Source: an optimization exercise on an open RTL-to-GDS flow (aim: small area and few clock cycles per item). Production flows keep margins and buffers that such runs may drop.
The RTL was checked by simulation tests, not by an equivalence proof against the original design.

==> design/flow/design.v <==
package acir_pkg;
  localparam int LW = 16;
  localparam int CW = 48;
  function automatic logic signed [LW-1:0] lane16(input logic [CW-1:0] w, input int k);
    lane16 = $signed(w[LW*k +: LW]);
  endfunction
endpackage
module acir_div #(
  parameter int STEPS = 1
) (
  input  logic [34:0] s_in,
  input  logic [16:0] m,
  output logic [34:0] s_out
);
  always_comb begin
    logic [34:0] s;
    logic [17:0] t;
    logic [18:0] d;
    s = s_in;
    for (int i = 0; i < STEPS; i++) begin
      t = {s[34:18], s[17]};
      d = {1'b0, t} - {2'b0, m};
      s = {(d[18] ? t[16:0] : d[16:0]), s[16:0], ~d[18]};
    end
    s_out = s;
  end
endmodule
module acir_mul_27x16 (
  input  logic [26:0] a,
  input  logic [15:0] b,
  output logic [42:0] p
);
  logic [18:0] bx;
  logic [28:0] r [9];
  logic [44:0] nb;
  logic [44:0] sum;
  assign bx = {2'b0, b, 1'b0};
  always_comb begin
    logic [2:0] t;
    logic       one, two, neg;
    logic [27:0] mag;
    nb = '0;
    for (int i = 0; i < 9; i++) begin
      t    = bx[2*i +: 3];
      one  = t[0] ^ t[1];
      two  = (t == 3'b011) || (t == 3'b100);
      neg  = t[2] && !(t[1] && t[0]);
      mag  = ({28{one}} & {1'b0, a}) | ({28{two}} & {a, 1'b0});
      r[i] = {!neg, mag ^ {28{neg}}};
      nb[2*i] = neg;
    end
  end
  assign sum = {16'd0, r[0]}
             + {14'd0, r[1], 2'd0}
             + {12'd0, r[2], 4'd0}
             + {10'd0, r[3], 6'd0}
             + {8'd0, r[4], 8'd0}
             + {6'd0, r[5], 10'd0}
             + {4'd0, r[6], 12'd0}
             + {2'd0, r[7], 14'd0}
             + {r[8], 16'd0}
             + nb
             + 45'haaab0000000;
  assign p = sum[42:0];
endmodule
module acir_mul_16x11 (
  input  logic [15:0] a,
  input  logic [10:0] b,
  output logic [26:0] p
);
  logic [12:0] bx;
  logic [17:0] r [6];
  logic [27:0] nb;
  logic [27:0] sum;
  assign bx = {1'b0, b, 1'b0};
  always_comb begin
    logic [2:0] t;
    logic       one, two, neg;
    logic [16:0] mag;
    nb = '0;
    for (int i = 0; i < 6; i++) begin
      t    = bx[2*i +: 3];
      one  = t[0] ^ t[1];
      two  = (t == 3'b011) || (t == 3'b100);
      neg  = t[2] && !(t[1] && t[0]);
      mag  = ({17{one}} & {1'b0, a}) | ({17{two}} & {a, 1'b0});
      r[i] = {!neg, mag ^ {17{neg}}};
      nb[2*i] = neg;
    end
  end
  assign sum = {10'd0, r[0]}
             + {8'd0, r[1], 2'd0}
             + {6'd0, r[2], 4'd0}
             + {4'd0, r[3], 6'd0}
             + {2'd0, r[4], 8'd0}
             + {r[5], 10'd0}
             + nb
             + 28'h5560000;
  assign p = sum[26:0];
endmodule
module acir_mul_17x9 (
  input  logic [16:0] a,
  input  logic [8:0] b,
  output logic [25:0] p
);
  logic [10:0] bx;
  logic [18:0] r [5];
  logic [26:0] nb;
  logic [26:0] sum;
  assign bx = {1'b0, b, 1'b0};
  always_comb begin
    logic [2:0] t;
    logic       one, two, neg;
    logic [17:0] mag;
    nb = '0;
    for (int i = 0; i < 5; i++) begin
      t    = bx[2*i +: 3];
      one  = t[0] ^ t[1];
      two  = (t == 3'b011) || (t == 3'b100);
      neg  = t[2] && !(t[1] && t[0]);
      mag  = ({18{one}} & {1'b0, a}) | ({18{two}} & {a, 1'b0});
      r[i] = {!neg, mag ^ {18{neg}}};
      nb[2*i] = neg;
    end
  end
  assign sum = {8'd0, r[0]}
             + {6'd0, r[1], 2'd0}
             + {4'd0, r[2], 4'd0}
             + {2'd0, r[3], 6'd0}
             + {r[4], 8'd0}
             + nb
             + 27'h2ac0000;
  assign p = sum[25:0];
endmodule
module acir_add #(
  parameter int W = 8
) (
  input  logic [W-1:0] a,
  input  logic [W-1:0] b,
  input  logic         cin,
  output logic [W-1:0] s
);
  function automatic int top_pow(input int w);
    top_pow = 1;
    for (int i = 1; i < 31; i++) if ((1 << i) < w) top_pow = 1 << i;
  endfunction
  localparam int TOP = top_pow(W);    
  always_comb begin
    logic [W-1:0] g, p, gg, pp;
    g  = a & b;
    p  = a ^ b;
    gg = g;
    pp = p;
    gg[0] = g[0] | (p[0] & cin);
    for (int d = 1; d < W; d = d * 2) begin
      for (int i = 2*d - 1; i < W; i += 2*d) begin
        gg[i] = gg[i] | (pp[i] & gg[i-d]);
        pp[i] = pp[i] & pp[i-d];
      end
    end
    for (int d = TOP / 2; d >= 1; d = d / 2) begin
      for (int i = 3*d - 1; i < W; i += 2*d) begin
        gg[i] = gg[i] | (pp[i] & gg[i-d]);
        pp[i] = pp[i] & pp[i-d];
      end
    end
    s = p ^ {gg[W-2:0], cin};
  end
endmodule
module acir_front (
  input  logic [47:0] box_one_min,
  input  logic [47:0] box_one_max,
  input  logic [47:0] box_two_min,
  input  logic [47:0] box_two_max,
  input  logic [47:0] vel_one,
  input  logic [47:0] vel_two,
  input  logic [15:0] mass_one,
  input  logic [15:0] mass_two,
  input  logic [8:0]  bounce_one,
  input  logic [8:0]  bounce_two,
  input  logic        fixed_one,
  input  logic        fixed_two,
  output logic        hit,
  output logic        applied,
  output logic [1:0]  ax,
  output logic        neg,
  output logic [16:0] msum,
  output logic [10:0] esum,
  output logic [15:0] dabs,
  output logic [26:0] pmul
);
  logic signed [15:0] lo1 [3], hi1 [3], lo2 [3], hi2 [3], va [3], vb [3];
  logic signed [16:0] ov [3];
  logic signed [16:0] dv [3];
  logic        cneg [3];
  always_comb begin
    logic signed [15:0] top, bot;
    logic signed [17:0] cd;
    logic signed [16:0] dh, dl;
    hit = 1'b1;
    for (int k = 0; k < 3; k++) begin
      lo1[k] = acir_pkg::lane16(box_one_min, k);
      hi1[k] = acir_pkg::lane16(box_one_max, k);
      lo2[k] = acir_pkg::lane16(box_two_min, k);
      hi2[k] = acir_pkg::lane16(box_two_max, k);
      va[k]  = acir_pkg::lane16(vel_one, k);
      vb[k]  = acir_pkg::lane16(vel_two, k);
      if (!((lo1[k] <= hi2[k]) && (hi1[k] >= lo2[k]))) hit = 1'b0;
      dh = 17'(hi2[k]) - 17'(hi1[k]);
      dl = 17'(lo2[k]) - 17'(lo1[k]);
      top = (dh > 17'sd0) ? hi1[k] : hi2[k];
      bot = dl[16] ? lo1[k] : lo2[k];
      ov[k] = 17'(top) - 17'(bot);
      cd = 18'(dl) + 18'(dh);
      cneg[k] = cd[17];
    end
  end
  for (genvar k = 0; k < 3; k++) begin : g_dv
    logic [16:0] v1x, v2x;
    assign v1x = {vel_one[16*k+15], vel_one[16*k +: 16]};
    assign v2x = {vel_two[16*k+15], vel_two[16*k +: 16]};
    acir_add #(.W(17)) u_dv (
      .a  (v2x),
      .b  (~v1x),
      .cin(1'b1),
      .s  (dv[k])
    );
  end
  logic [16:0] msum_s;
  acir_add #(.W(17)) u_msum (.a({1'b0, mass_one}), .b({1'b0, mass_two}), .cin(1'b0), .s(msum_s));
  always_comb begin
    logic signed [16:0] d;
    logic rok;
    if ((ov[0] < ov[1]) && (ov[0] < ov[2]))      ax = 2'd0;
    else if ((ov[1] < ov[0]) && (ov[1] < ov[2])) ax = 2'd1;
    else                                         ax = 2'd2;
    case (ax)
      2'd0:    begin neg = cneg[0]; d = dv[0]; end
      2'd1:    begin neg = cneg[1]; d = dv[1]; end
      default: begin neg = cneg[2]; d = dv[2]; end
    endcase
    rok = neg ? !d[16] : (d[16] || (d == 17'sd0));
    msum = msum_s;
    esum = {2'b0, bounce_one} + {2'b0, bounce_two} + 11'd512;
    dabs = d[16] ? 16'(-d) : d[15:0];
    applied = hit && !(fixed_one && fixed_two) && rok && (msum != 17'd0);
  end
  assign pmul = 27'(esum) * 27'(mass_one);
endmodule
module aabb_contact_impulse_resolver (
  input  logic          clk,
  input  logic          rst_n,
  input  logic          start,
  output logic          busy,
  input  logic [47:0]   in_box_one_min,
  input  logic [47:0]   in_box_one_max,
  input  logic [47:0]   in_box_two_min,
  input  logic [47:0]   in_box_two_max,
  input  logic [47:0]   in_vel_one,
  input  logic [47:0]   in_vel_two,
  input  logic [15:0]   in_mass_one,
  input  logic [15:0]   in_mass_two,
  input  logic [8:0]    in_bounce_one,
  input  logic [8:0]    in_bounce_two,
  input  logic          in_fixed_one,
  input  logic          in_fixed_two,
  output logic          out_valid,
  output logic          out_overlap,
  output logic          out_applied,
  output logic [1:0]    out_contact_axis,
  output logic          out_normal_negative,
  output logic [47:0]   out_new_vel_one,
  output logic [47:0]   out_new_vel_two
);
  localparam int L = 5;
  localparam int NF = 1;    
  function automatic int nsteps(input int g);
    nsteps = (g == 1) ? 1 : 4;
  endfunction
  assign busy = 1'b0;
  logic        f_hit, f_app;
  logic [1:0]  f_ax;
  logic        f_neg;
  logic [16:0] f_msum;
  logic [10:0] f_esum;
  logic [15:0] f_dabs;
  logic [26:0] f_pmul;
  acir_front u_front (
    .box_one_min(in_box_one_min),
    .box_one_max(in_box_one_max),
    .box_two_min(in_box_two_min),
    .box_two_max(in_box_two_max),
    .vel_one    (in_vel_one),
    .vel_two    (in_vel_two),
    .mass_one   (in_mass_one),
    .mass_two   (in_mass_two),
    .bounce_one (in_bounce_one),
    .bounce_two (in_bounce_two),
    .fixed_one  (in_fixed_one),
    .fixed_two  (in_fixed_two),
    .hit        (f_hit),
    .applied    (f_app),
    .ax         (f_ax),
    .neg        (f_neg),
    .msum       (f_msum),
    .esum       (f_esum),
    .dabs       (f_dabs),
    .pmul       (f_pmul)
  );
  logic [47:0] vel1_r [L+1];
  logic [47:0] vel2_r [L+1];
  logic        hit_r  [L+1];
  logic        app_r  [L+1];
  logic        wr1_r  [L+1];
  logic        wr2_r  [L+1];
  logic [1:0]  ax_r   [L+1];
  logic        neg_r  [L+1];
  logic [16:0] msum_r [L+1];
  logic        val_r  [L+1];
  always_ff @(posedge clk) begin
    if (!rst_n) begin
      for (int i = 0; i <= L; i++) val_r[i] <= 1'b0;
    end else begin
      val_r[0] <= start;
      for (int i = 1; i <= L; i++) val_r[i] <= val_r[i-1];
    end
  end
  always_ff @(posedge clk) begin
    vel1_r[0] <= in_vel_one;
    vel2_r[0] <= in_vel_two;
    hit_r[0]  <= f_hit;
    app_r[0]  <= f_app;
    wr1_r[0]  <= f_app && !in_fixed_one;
    wr2_r[0]  <= f_app && !in_fixed_two;
    ax_r[0]   <= f_ax;
    neg_r[0]  <= f_neg;
    msum_r[0] <= f_msum;
    for (int i = 1; i <= L; i++) begin
      vel1_r[i] <= vel1_r[i-1];
      vel2_r[i] <= vel2_r[i-1];
      hit_r[i]  <= hit_r[i-1];
      app_r[i]  <= app_r[i-1];
      wr1_r[i]  <= wr1_r[i-1];
      wr2_r[i]  <= wr2_r[i-1];
      ax_r[i]   <= ax_r[i-1];
      neg_r[i]  <= neg_r[i-1];
      msum_r[i] <= msum_r[i-1];
    end
  end
  logic [10:0] esum_r;
  logic [15:0] dabs_r;
  logic [26:0] pmul_r;
  always_ff @(posedge clk) begin
    esum_r <= f_esum;
    dabs_r <= f_dabs;
    pmul_r <= f_pmul;
  end
  logic [26:0] w_r   [L];
  logic [8:0]  low_r [L];
  logic [34:0] ds_r  [L+1];
  logic [42:0] s1_p;
  logic [26:0] s1_w;
  acir_mul_27x16 u_mul_p (.a(pmul_r), .b(dabs_r), .p(s1_p));
  acir_mul_16x11 u_mul_w (.a(dabs_r), .b(esum_r), .p(s1_w));
  always_ff @(posedge clk) begin
    w_r[1]   <= s1_w;
    low_r[1] <= s1_p[8:0];
  end
  for (genvar g = 1; g <= L; g++) begin : g_div
    logic [34:0] ds_n;
    acir_div #(.STEPS(nsteps(g))) u_div (
      .s_in ((g == 1) ? {1'b0, s1_p[42:9]} : ds_r[g-1]),
      .m    (msum_r[g-1]),
      .s_out(ds_n)
    );
    always_ff @(posedge clk) ds_r[g] <= ds_n;
    if (g > 1 && g < L) begin : g_pass
      always_ff @(posedge clk) begin
        w_r[g]   <= w_r[g-1];
        low_r[g] <= low_r[g-1];
      end
    end
  end
  logic [16:0] h_r;
  logic        lgt_r, leq_r, lnz_r;
  logic [19:0] x1_r;
  logic [25:0] l_mj;
  acir_mul_17x9 u_mul_mj (.a(msum_r[L-1]), .b(w_r[L-1][8:0]), .p(l_mj));
  logic [19:0] l_x1, l_a1x;
  always_comb begin
    logic signed [15:0] a1;
    a1    = acir_pkg::lane16(vel1_r[L-1], int'(ax_r[L-1]));
    l_a1x = 20'(a1) ^ {20{neg_r[L-1]}};
  end
  acir_add #(.W(20)) u_add_x1 (
    .a  (l_a1x),
    .b  (~{2'b0, w_r[L-1][26:9]}),
    .cin(neg_r[L-1]),
    .s  (l_x1)
  );
  always_ff @(posedge clk) begin
    logic [25:0] mj;
    mj    = l_mj;
    h_r   <= mj[25:9];
    lgt_r <= mj[8:0] > low_r[L-1];
    leq_r <= mj[8:0] == low_r[L-1];
    lnz_r <= low_r[L-1] != 9'd0;
    x1_r  <= l_x1;
  end
  function automatic logic [15:0] sat16(input logic signed [19:0] x);
    if (x > 20'sd32767)       sat16 = 16'h7fff;
    else if (x < -20'sd32768) sat16 = 16'h8000;
    else                      sat16 = x[15:0];
  endfunction
  logic [34:0] fin_ds;
  acir_div #(.STEPS(NF)) u_divf (
    .s_in (ds_r[L]),
    .m    (msum_r[L]),
    .s_out(fin_ds)
  );
  always_comb begin
    logic [16:0] rp;
    logic [17:0] gq;
    logic signed [19:0] f1, f2, t1, t2;
    logic signed [15:0] a2;
    logic gt, eq, nz, adj1, adj2, ng;
    rp = fin_ds[34:18];
    gq = fin_ds[17:0];
    ng = neg_r[L];
    gt = (h_r > rp) || ((h_r == rp) && lgt_r);
    eq = (h_r == rp) && leq_r;
    nz = (rp != 17'd0) || lnz_r;
    f1 = $signed(x1_r) + $signed({2'b0, gq}) + $signed({19'b0, !gt});
    a2 = acir_pkg::lane16(vel2_r[L], int'(ax_r[L]));
    f2 = (20'(a2) ^ {20{ng}}) + $signed({2'b0, gq}) + $signed({19'b0, ng});
    adj1 = f1[19] && !eq;
    adj2 = f2[19] && nz;
    t1 = (f1 ^ {20{ng}}) + $signed({19'b0, ng ^ adj1});
    t2 = (f2 ^ {20{ng}}) + $signed({19'b0, ng ^ adj2});
    out_new_vel_one = vel1_r[L];
    out_new_vel_two = vel2_r[L];
    if (wr1_r[L]) out_new_vel_one[16*int'(ax_r[L]) +: 16] = sat16(t1);
    if (wr2_r[L]) out_new_vel_two[16*int'(ax_r[L]) +: 16] = sat16(t2);
  end
  assign out_valid           = val_r[L];
  assign out_overlap         = hit_r[L];
  assign out_applied         = app_r[L];
  assign out_contact_axis    = ax_r[L];
  assign out_normal_negative = neg_r[L];
endmodule
==> design/flow/flow/run.sh <==
#!/bin/bash
# The standard layout (standard.sh: ORFS with the standard flow's settings), except that
# the port buffers are made from the smallest buffer cell, buf_1, instead of
# the cell buffer_ports picks on its own. Every port still gets its buffer.
# The full output of the layout goes to layout.log in this folder; each ORFS
# step also keeps its own log under orfs/logs.
set -euo pipefail
bash standard.sh \
  "BUFFER_PORTS_ARGS=-buffer_cell sky130_fd_sc_hd__buf_1" \
  finish > layout.log 2>&1
==> design/flow/standard.sh <==
#!/bin/bash
# synth_recipe.tcl (not shown) runs the flow's synth.tcl, then flattens the netlist and writes it again
# the make line also repeats each setting of config.mk as NAME=value (left out here)
make -C /OpenROAD-flow-scripts/flow DESIGN_CONFIG=/design/flow/config.mk WORK_HOME=/design/flow/orfs CLKGATE_MAP_FILE= SYNTH_SCRIPT=/design/flow/synth_recipe.tcl "${@:-finish}"
==> design/flow/config.mk <==
export PLATFORM = sky130hd
export DESIGN_NAME = aabb_contact_impulse_resolver
export DESIGN_NICKNAME = aabb_contact_impulse_resolver
export VERILOG_FILES = /design/flow/design.v
export SDC_FILE = /design/flow/constraint.sdc
export NUM_CORES = 4
export LEC_CHECK = 0
export ABC_AREA = 1
export CAP_MARGIN = 20
export CORE_MARGIN = 2
export CORE_UTILIZATION = 40
export CTS_CLUSTER_DIAMETER = 200
export CTS_CLUSTER_SIZE = 20
export SLEW_MARGIN = 20
==> design/flow/constraint.sdc <==
create_clock -name core_clock -period 10.0 [get_ports {clk}]
set_input_delay 2.0000 -clock core_clock [delete_from_list [all_inputs] [get_ports {clk}]]
set_output_delay 2.0000 -clock core_clock [all_outputs]
set_load 0.01 [all_outputs]
==> results.ini <==
[outcome]
status = timing/DRC/antenna clean

[critical_path]
r2r_slack_ns = 0.60
timing.rr.end = ds_r[1][34]
critPathTopFamily = simple AND/OR/NAND/NOR gates
r2r_cells = 46
slowest_delay_ns = 0.44
startpoint_type = flop
cpMaxStageDelayCell = or3b_4
cp_max_fo = 6
crit_path_end_kind = primary output
cp_num_buf_inv = 8
required_ns = 8.00
cp.arrival_ns = 7.64
rr_startpoint = dabs_r[12]
worstSetupPathType = flop to primary output
crit_top_cell = nand2_2

[min_path]
whs_endpoint = ds_r[5][17]
hp-class = flop to flop
whs_path_depth = 0
holdCritStartpoint = ds_r[4][13]

[sta]
slew_headroom_pct = 24.04
fin_setup_tns_ns = 0
fin_crit_ns = 9.643
skew_ns = 0.05166
whs_ns = 0.2818
setup_viol = 0
finalHoldViolations = 0
rsz0062_at_grt = true
post-route-period-util_pct = 96.43
drv_slew = 0
fmax_ghz = 0.1037
setup_slack_ns = 0.3567
tightest_slew_ns = 1.136

[place]
pre_cts_slack_ns = -0.5846
dp_hpwl_mm = 227.2
gp_congestion = 0.9517
portBuffers = 444

[synthesis]
synth_top_cell_by_area = dfxtp_1
synth-seq-cells = 1139
yosysMostFrequentCell = inv_1
synth.top_cell.area_share_pct = 25.98
yosysUniqueCellTypes = 89
yosysSeqAreaShare_pct = 25.98
postSynth.asyncResetShare_pct = 0
synth.avg_cell_area_um2 = 8.179
syn-cell-area_um2 = 87760
syn_inst = 10731
ys_warn_count = 55
synth_common_cells = 1720 x inv_1, 1682 x nand2_1, 1156 x ha_1
yosys-top-cells-area = dfxtp_1 26%, ha_1 16%, fa_1 11%, xor2_1 8.5%, inv_1 7.4%
synth_nets = 12700
synth-edff-count = 0
ys.flop_type = dfxtp_1

[cts]
root_buffer = clkbuf_16
cts_max_level = 3
cts.sinks = 1139
cts.clk_slew.worst_paths_ns = 0.09
clock_path_buffers = 3
cts-hold-fix-buffers = 0
cts_buffers = 66
clock_latency_ns = 0.72
tritoncts = yes

[global_route]
track_usage_pct = 23.45
grt_pass1_vias = 72102
grt_pass1_wl_mm = 411.7
grt_max_degree = 65
antenna_found_initial = 25
grt_overflow = 0

[drt]
wl_mm = 271.3
drc = 0
drtPass1Iterations = 6
vias = 73732
ant_nets = 0
viasPerCell = 5.115
wl_per_cell_um = 18.82
first_iter_violations = 5219

[die]
io_pins = 446
dieArea_um2 = 223200
core.rowCount = 171
die_width_um = 472.4
placeableCoreArea_um2 = 217600
start_util_pct = 40.33
fp.dieH_um = 472.4

[flow_run]
drv_cap = 0

[layout]
nNetsFinal = 13497
drive_gt1_share_pct = 10.35
synthToLayoutAreaGrowth_pct = 13.75

-- worst max-delay path by stage --
stage                             startpoint                   to  cells past startpoint
after global placement     in_box_two_max[0]             wr2_r[0]                     59
final                            ds_r[5][17]  out_new_vel_one[45]                     48
after floorplan            in_box_two_max[0]           dabs_r[14]                     60
after CTS                        ds_r[5][17]  out_new_vel_one[42]                     50
after global routing      in_box_two_max[32]             wr1_r[0]                     64
after detailed placement   in_box_two_max[0]           dabs_r[10]                     58
-- cell families (layout without fill, tap and decap cells) --
family / Yosys count / count (layout) / share of synthesized area [%]
fa+ha+maj: 1626 / 1626 / 27.20
compound gates: 2016 / 2016 / 13.25
flops: 1139 / 1139 / 25.98
xor+xnor: 1032 / 1032 / 10.35
simple gates: 2848 / 2849 / 13.97
other cells: 1 / 27 / 0.004273
mux: 17 / 17 / 0.1982
buf+inv: 2052 / 2854 / 9.044
-- state kept, by name (all words and copies together) (netlist names), 11 cells and up --
signal and count:
msum_r 102, dabs_r 16, vel2_r 288, ds_r 175, pmul_r 27, x1_r 20, w_r 108, h_r 17
low_r 36, esum_r 11, vel1_r 288, ax_r 12
-- worst register-to-register path, delay by kind of cell, from the launching register on --
| family | cells | cell delay, ns |
|---|---|---|
| adder cells (fa/ha/maj) | 8 | 3.40 |
| AO/OA/AOI/OAI | 16 | 2.86 |
| AND/OR/NAND/NOR | 13 | 1.21 |
| buffers and inverters | 7 | 1.12 |
| XOR/XNOR | 2 | 0.40 |
| flip-flops | 1 | 0.35 |
-- stage by stage --
step / instance area, um2 / util (%) / instances
after detailed placement: 95520 / 43.90 / 14232
after global routing: 99800 / 45.87 / 14402
after CTS: 97690 / 44.90 / 14319
after floorplan: 87760 / - / 10731
after global placement: 95520 / 43.90 / 14232
final: 99830 / 45.88 / 14414
-- cell type report --
class                   count  area [um2]
well taps                2854        3571
repair buffers           1008        6256
diodes                     26       65.06
repair inverters            1       5.005
inverters                1771        6706
multi-input cells        7541       58540
clock inverters             7       190.2
fillers                 21303      117800
flip-flops and latches   1139       22840
clock buffers              67        1655
-- per-layer routing --
layer	global-route usage, %	vias up	routed length [um]
met5	0	-	14
met4	8.319	2	10220
met1	31.74	34720	122500
li1	-	36544	-
met3	2.471	425	13570
met2	38.65	2041	124900
-- timing repair --
| item | CTS | global route |
|---|---|---|
| pin swaps | 15 | 158 |
| setup endpoints to repair | 45 | 154 |
| resized for setup | 54 | 427 |
| setup buffers | 12 | 69 |
| gates cloned | 1 | 2 |
-- cell usage in the layout, fill, tap and decap left out, drive strengths merged, types with 178 or more instances in the layout --
master / netlist / final
xnor2: 178 / 178
nand3: 329 / 329
nand2: 1751 / 1752
dfxtp: 1139 / 1139
ha: 1156 / 1156
xor2: 854 / 854
o21ai: 572 / 572
nor2: 491 / 491
o22ai: 383 / 383
fa: 470 / 470
inv: 1753 / 1749
a21oi: 711 / 711
buf: 98 / 999
Testbench counts, summed over its fixed seeds: cycles 24,048, items 24,000.

==> re-timing with driven ports <==
The flow's constraints put no driver on any port. The routed layout listed below was extracted and timed again, unchanged, in two steps. Step 1 assumes that a clkbuf_16 drives the clock port and a buf_2 every other input. Step 2 adds t to the input delays and takes it off the output delays; t is the mean of the earliest and latest rising clock arrival at the registers after step 1. Input paths then give back, and output paths get back, about the clock's delay inside the block. a / b / c = ideal ports / drivers / drivers and shift; a / b = the first two.
t, ns: 0.774
setup WS [ns]: 0.357 / 0.271 / -0.182
worst setup path at the end: input to register
Met with ideal ports but missed after step 2: setup timing in this run. The setup slack of this run moves by -0.086 ns with the drivers and by -0.539 ns with both steps.
